Context: an optimization exercise on an open-source flow, tuned for small area, a short achievable clock period and few clock cycles. The choices shown serve that exercise and are no tape-out recipe. Where RTL was checked, it was by simulation tests only, not by an equivalence proof against the original. No activity file was given, so power comes from the tool's default toggle rates.

Setup of 11-27:
==> flow/design.v (excerpt) <==
module prime_sieve_ctrl #(
  parameter int N      = 1024,
  parameter int ADDR_W = 10,
  parameter int CNT_W  = 10
) (
  input  logic              Clock,
  input  logic              Reset_n,
  input  logic              Start,
  input  logic              En,
  output logic              Busy,
  output logic              Done,
  output logic              PrimeValid,
  output logic [ADDR_W-1:0] Prime,
  output logic [CNT_W-1:0]  PrimeCount
);
  localparam logic [7:0] LAST = 8'd172;    
  function automatic logic [2:0] skip_at(input logic [7:0] i);
    case (i)
      8'd1: skip_at = 3'd7;
      8'd8: skip_at = 3'd1;
      8'd10: skip_at = 3'd1;
      8'd14: skip_at = 3'd1;
      8'd15: skip_at = 3'd1;
      8'd17: skip_at = 3'd1;
      8'd20: skip_at = 3'd1;
      8'd22: skip_at = 3'd1;
      8'd23: skip_at = 3'd2;
      8'd29: skip_at = 3'd4;
      8'd31: skip_at = 3'd1;
      8'd33: skip_at = 3'd2;
      8'd35: skip_at = 3'd1;
      8'd36: skip_at = 3'd1;
      8'd38: skip_at = 3'd1;
      8'd39: skip_at = 3'd1;
      8'd41: skip_at = 3'd2;
      8'd45: skip_at = 3'd3;
      8'd46: skip_at = 3'd3;
      8'd50: skip_at = 3'd1;
      8'd52: skip_at = 3'd2;
      8'd53: skip_at = 3'd1;
      8'd54: skip_at = 3'd1;
      8'd55: skip_at = 3'd1;
      8'd57: skip_at = 3'd1;
      8'd60: skip_at = 3'd2;
      8'd61: skip_at = 3'd4;
      8'd65: skip_at = 3'd4;
      8'd66: skip_at = 3'd1;
      8'd67: skip_at = 3'd2;
      8'd70: skip_at = 3'd1;
      8'd71: skip_at = 3'd2;
      8'd72: skip_at = 3'd1;
      8'd73: skip_at = 3'd1;
      8'd75: skip_at = 3'd1;
      8'd76: skip_at = 3'd2;
      8'd78: skip_at = 3'd2;
      8'd79: skip_at = 3'd2;
      8'd81: skip_at = 3'd2;
      8'd83: skip_at = 3'd1;
      8'd85: skip_at = 3'd1;
  ...
==> module prime_sieve_ctrl, before the edit <==
module prime_sieve_ctrl #(
  parameter int N      = 1024,
  parameter int ADDR_W = 10,
  parameter int CNT_W  = 10
) (
  input  logic              Clock,
  input  logic              Reset_n,
  input  logic              Start,
  input  logic              En,
  output logic              Busy,
  output logic              Done,
  output logic              PrimeValid,
  output logic [ADDR_W-1:0] Prime,
  output logic [CNT_W-1:0]  PrimeCount
);
  localparam logic [7:0] LAST = 8'd172;    
  function automatic logic [2:0] skip_at(input logic [7:0] i);
    case (i)
      8'd1: skip_at = 3'd7;
      8'd8: skip_at = 3'd1;
      8'd10: skip_at = 3'd1;
      8'd14: skip_at = 3'd1;
      8'd15: skip_at = 3'd1;
      8'd17: skip_at = 3'd1;
      8'd20: skip_at = 3'd1;
      8'd22: skip_at = 3'd1;
      8'd23: skip_at = 3'd2;
      8'd29: skip_at = 3'd4;
      8'd31: skip_at = 3'd1;
      8'd33: skip_at = 3'd2;
      8'd35: skip_at = 3'd1;
      8'd36: skip_at = 3'd1;
      8'd38: skip_at = 3'd1;
      8'd39: skip_at = 3'd1;
      8'd41: skip_at = 3'd2;
      8'd45: skip_at = 3'd3;
      8'd46: skip_at = 3'd3;
      8'd50: skip_at = 3'd1;
      8'd52: skip_at = 3'd2;
      8'd53: skip_at = 3'd1;
      8'd54: skip_at = 3'd1;
      8'd55: skip_at = 3'd1;
      8'd57: skip_at = 3'd1;
      8'd60: skip_at = 3'd2;
      8'd61: skip_at = 3'd4;
      8'd65: skip_at = 3'd4;
      8'd66: skip_at = 3'd1;
      8'd67: skip_at = 3'd2;
      8'd70: skip_at = 3'd1;
      8'd71: skip_at = 3'd2;
      8'd72: skip_at = 3'd1;
      8'd73: skip_at = 3'd1;
      8'd75: skip_at = 3'd1;
      8'd76: skip_at = 3'd2;
      8'd78: skip_at = 3'd2;
      8'd79: skip_at = 3'd2;
      8'd81: skip_at = 3'd2;
      8'd83: skip_at = 3'd1;
      8'd85: skip_at = 3'd1;
      8'd86: skip_at = 3'd2;
      8'd90: skip_at = 3'd3;
      8'd91: skip_at = 3'd2;
      8'd93: skip_at = 3'd2;
      8'd95: skip_at = 3'd1;
      8'd96: skip_at = 3'd3;
      8'd98: skip_at = 3'd5;
      8'd99: skip_at = 3'd1;
      8'd100: skip_at = 3'd2;
      8'd101: skip_at = 3'd1;
      8'd102: skip_at = 3'd1;
      8'd104: skip_at = 3'd1;
      8'd105: skip_at = 3'd2;
      8'd106: skip_at = 3'd1;
      8'd107: skip_at = 3'd1;
      8'd109: skip_at = 3'd1;
      8'd110: skip_at = 3'd1;
      8'd113: skip_at = 3'd3;
      8'd114: skip_at = 3'd2;
      8'd117: skip_at = 3'd1;
      8'd118: skip_at = 3'd1;
      8'd120: skip_at = 3'd3;
      8'd122: skip_at = 3'd1;
      8'd123: skip_at = 3'd2;
      8'd124: skip_at = 3'd2;
      8'd125: skip_at = 3'd2;
      8'd126: skip_at = 3'd2;
      8'd127: skip_at = 3'd2;
      8'd128: skip_at = 3'd1;
      8'd129: skip_at = 3'd1;
      8'd131: skip_at = 3'd2;
      8'd132: skip_at = 3'd1;
      8'd134: skip_at = 3'd2;
      8'd136: skip_at = 3'd4;
      8'd137: skip_at = 3'd2;
      8'd138: skip_at = 3'd3;
      8'd140: skip_at = 3'd2;
      8'd144: skip_at = 3'd2;
      8'd145: skip_at = 3'd4;
      8'd149: skip_at = 3'd4;
      8'd153: skip_at = 3'd6;
      8'd155: skip_at = 3'd2;
      8'd156: skip_at = 3'd2;
      8'd157: skip_at = 3'd2;
      8'd159: skip_at = 3'd1;
      8'd160: skip_at = 3'd1;
      8'd161: skip_at = 3'd4;
      8'd163: skip_at = 3'd1;
      8'd164: skip_at = 3'd1;
      8'd165: skip_at = 3'd2;
      8'd166: skip_at = 3'd1;
      8'd167: skip_at = 3'd3;
      8'd169: skip_at = 3'd1;
      default: skip_at = 3'd0;
    endcase
  endfunction
  function automatic logic [4:0] step_at(input logic pos, input logic [2:0] code);
    case ({pos, code})
      4'd0: step_at = {4'd1, 1'b1};
      4'd1: step_at = {4'd3, 1'b0};
      4'd2: step_at = {4'd4, 1'b1};
      4'd3: step_at = {4'd6, 1'b0};
      4'd4: step_at = {4'd7, 1'b1};
      4'd5: step_at = {4'd9, 1'b0};
      4'd6: step_at = {4'd10, 1'b1};
      4'd7: step_at = {4'd1, 1'b0};
      4'd8: step_at = {4'd2, 1'b0};
      4'd9: step_at = {4'd3, 1'b1};
      4'd10: step_at = {4'd5, 1'b0};
      4'd11: step_at = {4'd6, 1'b1};
      4'd12: step_at = {4'd8, 1'b0};
      4'd13: step_at = {4'd9, 1'b1};
      4'd14: step_at = {4'd11, 1'b0};
      4'd15: step_at = {4'd0, 1'b0};
      default: step_at = 5'd0;
    endcase
  endfunction
  logic [7:0] idx_q;       
  logic [8:0] half_q;      
  logic       busy_q, done_q;
  logic       pos_q;       
  logic [2:0] code_q;      
  logic [4:0] step_s;
  assign step_s = step_at(pos_q, code_q);
  always_ff @(posedge Clock or negedge Reset_n) begin
    if (!Reset_n) begin
      idx_q  <= '0;
      half_q <= '0;
      busy_q <= 1'b0;
      done_q <= 1'b0;
    end else if (En) begin
      if (busy_q) begin
        if (idx_q == LAST) begin
          busy_q <= 1'b0;
          done_q <= 1'b1;
        end else begin
          idx_q  <= idx_q + 8'd1;
          half_q <= half_q + {5'd0, step_s[4:1]};
        end
      end else if (Start) begin
        idx_q  <= 8'd1;
        half_q <= 9'd1;
        busy_q <= 1'b1;
        done_q <= 1'b0;
      end
    end
  end
  always_ff @(posedge Clock) begin
    if (En) begin
      if (busy_q) begin
        pos_q  <= step_s[0];
        code_q <= skip_at(idx_q);
      end else if (Start) begin
        pos_q  <= 1'b1;
        code_q <= 3'd7;
      end
    end
  end
  assign Busy       = busy_q;
  assign Done       = done_q;
  assign PrimeValid = busy_q & En;
  assign Prime      = {half_q, (idx_q[7:1] != 7'd0)};
  assign PrimeCount = {2'b00, idx_q};
endmodule
clock: 6.5 ns
lec_check: 0
cap_margin: 20
core_margin: 2
core_utilization: 40
setup_slack_margin: 3.4
slew_margin: 20
standard.sh (not shown) runs the stock make flow with config.mk's settings and CLKGATE_MAP_FILE= SYNTH_SCRIPT=/design/flow/synth_recipe.tcl, a recipe that flattens the netlist after the stock synthesis.
==> flow/flow/run.sh <==
#!/bin/bash
# Own layout flow: the standard ORFS flow (standard.sh) with
#  - synthesis: the standard script, but without Yosys's full-adder extraction
#    and with ABC's default liberty mapping in place of ORFS's speed script;
#    registers, their names and cell types are those of the standard synthesis;
#  - every port still buffered, with sky130_fd_sc_hd__buf_1 as the port buffer;
#  - CTS without dummy loads.
# Each tool's full output goes to a log file in the work folder.
set -euo pipefail
W=$(pwd)
export MY_ABC_D=${MY_ABC_D:-3000}
bash standard.sh SYNTH_SCRIPT="$W/flow/synth.tcl" ADDER_MAP_FILE= synth > "$W/synth.log" 2>&1
bash standard.sh \
  "BUFFER_PORTS_ARGS=-buffer_cell sky130_fd_sc_hd__buf_1" \
  "CTS_ARGS=-sink_clustering_enable -repair_clock_nets -dont_use_dummy_load" \
  finish > "$W/layout.log" 2>&1
==> flow/flow/synth.tcl <==
# Standard synthesis (synth_recipe.tcl) with ABC's default liberty mapping in
# place of ORFS's speed script.
proc synth {args} { yosys synth -nofsm -noshare {*}$args }

proc abc {args} {
  set keep {}
  set skip 0
  foreach a $args {
    if {$skip} { set skip 0; continue }
    if {$a eq "-script" || $a eq "-D"} { set skip 1; continue }
    lappend keep $a
  }
  if {[info exists ::env(MY_ABC_SCRIPT)] && $::env(MY_ABC_SCRIPT) ne ""} {
    set keep [concat [list -script $::env(MY_ABC_SCRIPT)] $keep]
  }
  if {[info exists ::env(MY_ABC_D)] && $::env(MY_ABC_D) ne ""} {
    lappend keep -D $::env(MY_ABC_D)
  }
  puts "my abc: $keep"
  yosys abc {*}$keep
}
source $::env(SCRIPTS_DIR)/synth.tcl
# left out here: clear keep_hierarchy, flatten, clean up, hide names made inside functions, write 1_2_yosys.v
The following lists how 11-18 was set up differently from 11-27:
-- flow/design.v --
<<< 11-27, line 14
  output logic [CNT_W-1:0]  PrimeCount
);
  localparam logic [7:0] LAST = 8'd172;    
  function automatic logic [2:0] skip_at(input logic [7:0] i);
    case (i)
>>> 11-18, line 14
  output logic [CNT_W-1:0]  PrimeCount
);
  localparam logic [7:0] IDX_DONE = 8'd173;    
  function automatic logic [2:0] skip_at(input logic [7:0] i);
    case (i)
<<< 11-27, line 111
      8'd167: skip_at = 3'd3;
      8'd169: skip_at = 3'd1;
      default: skip_at = 3'd0;
    endcase
>>> 11-18, line 111
      8'd167: skip_at = 3'd3;
      8'd169: skip_at = 3'd1;
      8'd171: skip_at = 3'd7;
      default: skip_at = 3'd0;
    endcase
<<< 11-27, line 137
  logic [7:0] idx_q;       
  logic [8:0] half_q;      
  logic       busy_q, done_q;
  logic       pos_q;       
  logic [2:0] code_q;      
  logic [4:0] step_s;
  assign step_s = step_at(pos_q, code_q);
  always_ff @(posedge Clock or negedge Reset_n) begin
>>> 11-18, line 138
  logic [7:0] idx_q;       
  logic [8:0] half_q;      
  logic       pos_q;       
  logic [2:0] code_q;      
  logic       busy_s, done_s;
  logic [4:0] step_s;
  assign done_s = (idx_q == IDX_DONE);
  assign busy_s = (idx_q != 8'd0) && !done_s;
  assign step_s = step_at(pos_q, code_q);
  always_ff @(posedge Clock or negedge Reset_n) begin
<<< 11-27, line 146
      idx_q  <= '0;
      half_q <= '0;
      busy_q <= 1'b0;
      done_q <= 1'b0;
    end else if (En) begin
      if (busy_q) begin
        if (idx_q == LAST) begin
          busy_q <= 1'b0;
          done_q <= 1'b1;
        end else begin
          idx_q  <= idx_q + 8'd1;
          half_q <= half_q + {5'd0, step_s[4:1]};
        end
      end else if (Start) begin
        idx_q  <= 8'd1;
        half_q <= 9'd1;
        busy_q <= 1'b1;
        done_q <= 1'b0;
      end
    end
  end
  always_ff @(posedge Clock) begin
    if (En) begin
      if (busy_q) begin
        pos_q  <= step_s[0];
        code_q <= skip_at(idx_q);
      end else if (Start) begin
        pos_q  <= 1'b1;
        code_q <= 3'd7;
>>> 11-18, line 149
      idx_q  <= '0;
      half_q <= '0;
      pos_q  <= 1'b0;
      code_q <= '0;
    end else if (En) begin
      if (busy_s) begin
        idx_q  <= idx_q + 8'd1;
        half_q <= half_q + {5'd0, step_s[4:1]};
        pos_q  <= step_s[0];
        code_q <= skip_at(idx_q);
      end else if (Start) begin
        idx_q  <= 8'd1;
        half_q <= 9'd1;
        pos_q  <= 1'b1;
        code_q <= 3'd7;
<<< 11-27, line 176
    end
  end
  assign Busy       = busy_q;
  assign Done       = done_q;
  assign PrimeValid = busy_q & En;
  assign Prime      = {half_q, (idx_q[7:1] != 7'd0)};
  assign PrimeCount = {2'b00, idx_q};
endmodule
>>> 11-18, line 165
    end
  end
  assign Busy       = busy_s;
  assign Done       = done_s;
  assign PrimeValid = busy_s & En;
  assign Prime      = {half_q, (idx_q[7:1] != 7'd0)};
  assign PrimeCount = {2'b00, idx_q[7:1], idx_q[0] & !done_s};
endmodule
### Flow results
Cmp 11-27 and 11-18 / number of non-clock inverters / higher: 11-27. Of 11-27 and 11-18, the run reporting the lower synthesis-to-finish area growth was 11-27. On 11-18: fraction of synthesized cell area in xor and xnor cells is 0.19 points lower than what 11-27 gave. From 11-27 to 11-18 the numbers moved as follows: post-route cell area decreased 5.1%, proportion of layout cells with a drive suffix above 1 increased 5.8 points, number of unique standard cell types used by synthesis decreased 16%. Re part of the cycle the worst path needs: 11-27 was higher than 11-18. Comparing worst vdd rail ir drop for 11-27 and 11-18, the smaller number came from 11-18. Compared with 11-27, in 11-18 worst setup slack has increased, part of the power in the clock network has decreased, hold path depth has decreased.
Testbench counts of 11-18, summed over its fixed seeds: cycles 2,080.
No functional check of the RTL was part of 11-27.

## static timing again, ports no longer ideal
In the flow no input, the clock included, has a driving cell. The finished layouts below were timed again as built, in two steps.
Step 1 assumes that a clkbuf_16 drives the clock port and a buf_2 every other input.
Step 2, shift: input delay + t, output delay - t, t = (earliest + latest rising clock arrival at the registers) / 2. This alone moves slack from input paths to output paths.
Three values: ideal ports, drivers, drivers and shift; two values: the first two.
| run | t, ns | slack for setup (ns) | worst hold slack (ns) | clock arrival spread, ns |
|---|---|---|---|---|
| 11-27 | 0.286 | 3.449 / 3.428 / 3.302 | 0.507 / 0.507 / 0.507 | 0.018 / 0.018 |
| 11-18 | 0.280 | 3.460 / 3.434 / 3.452 | 0.477 / 0.477 / 0.477 | 0.001 / 0.001 |
After both steps every run listed still meets setup and hold. For 11-27, which loses most, drivers alone change the setup slack by -0.021 ns; drivers and shift together by -0.147 ns.
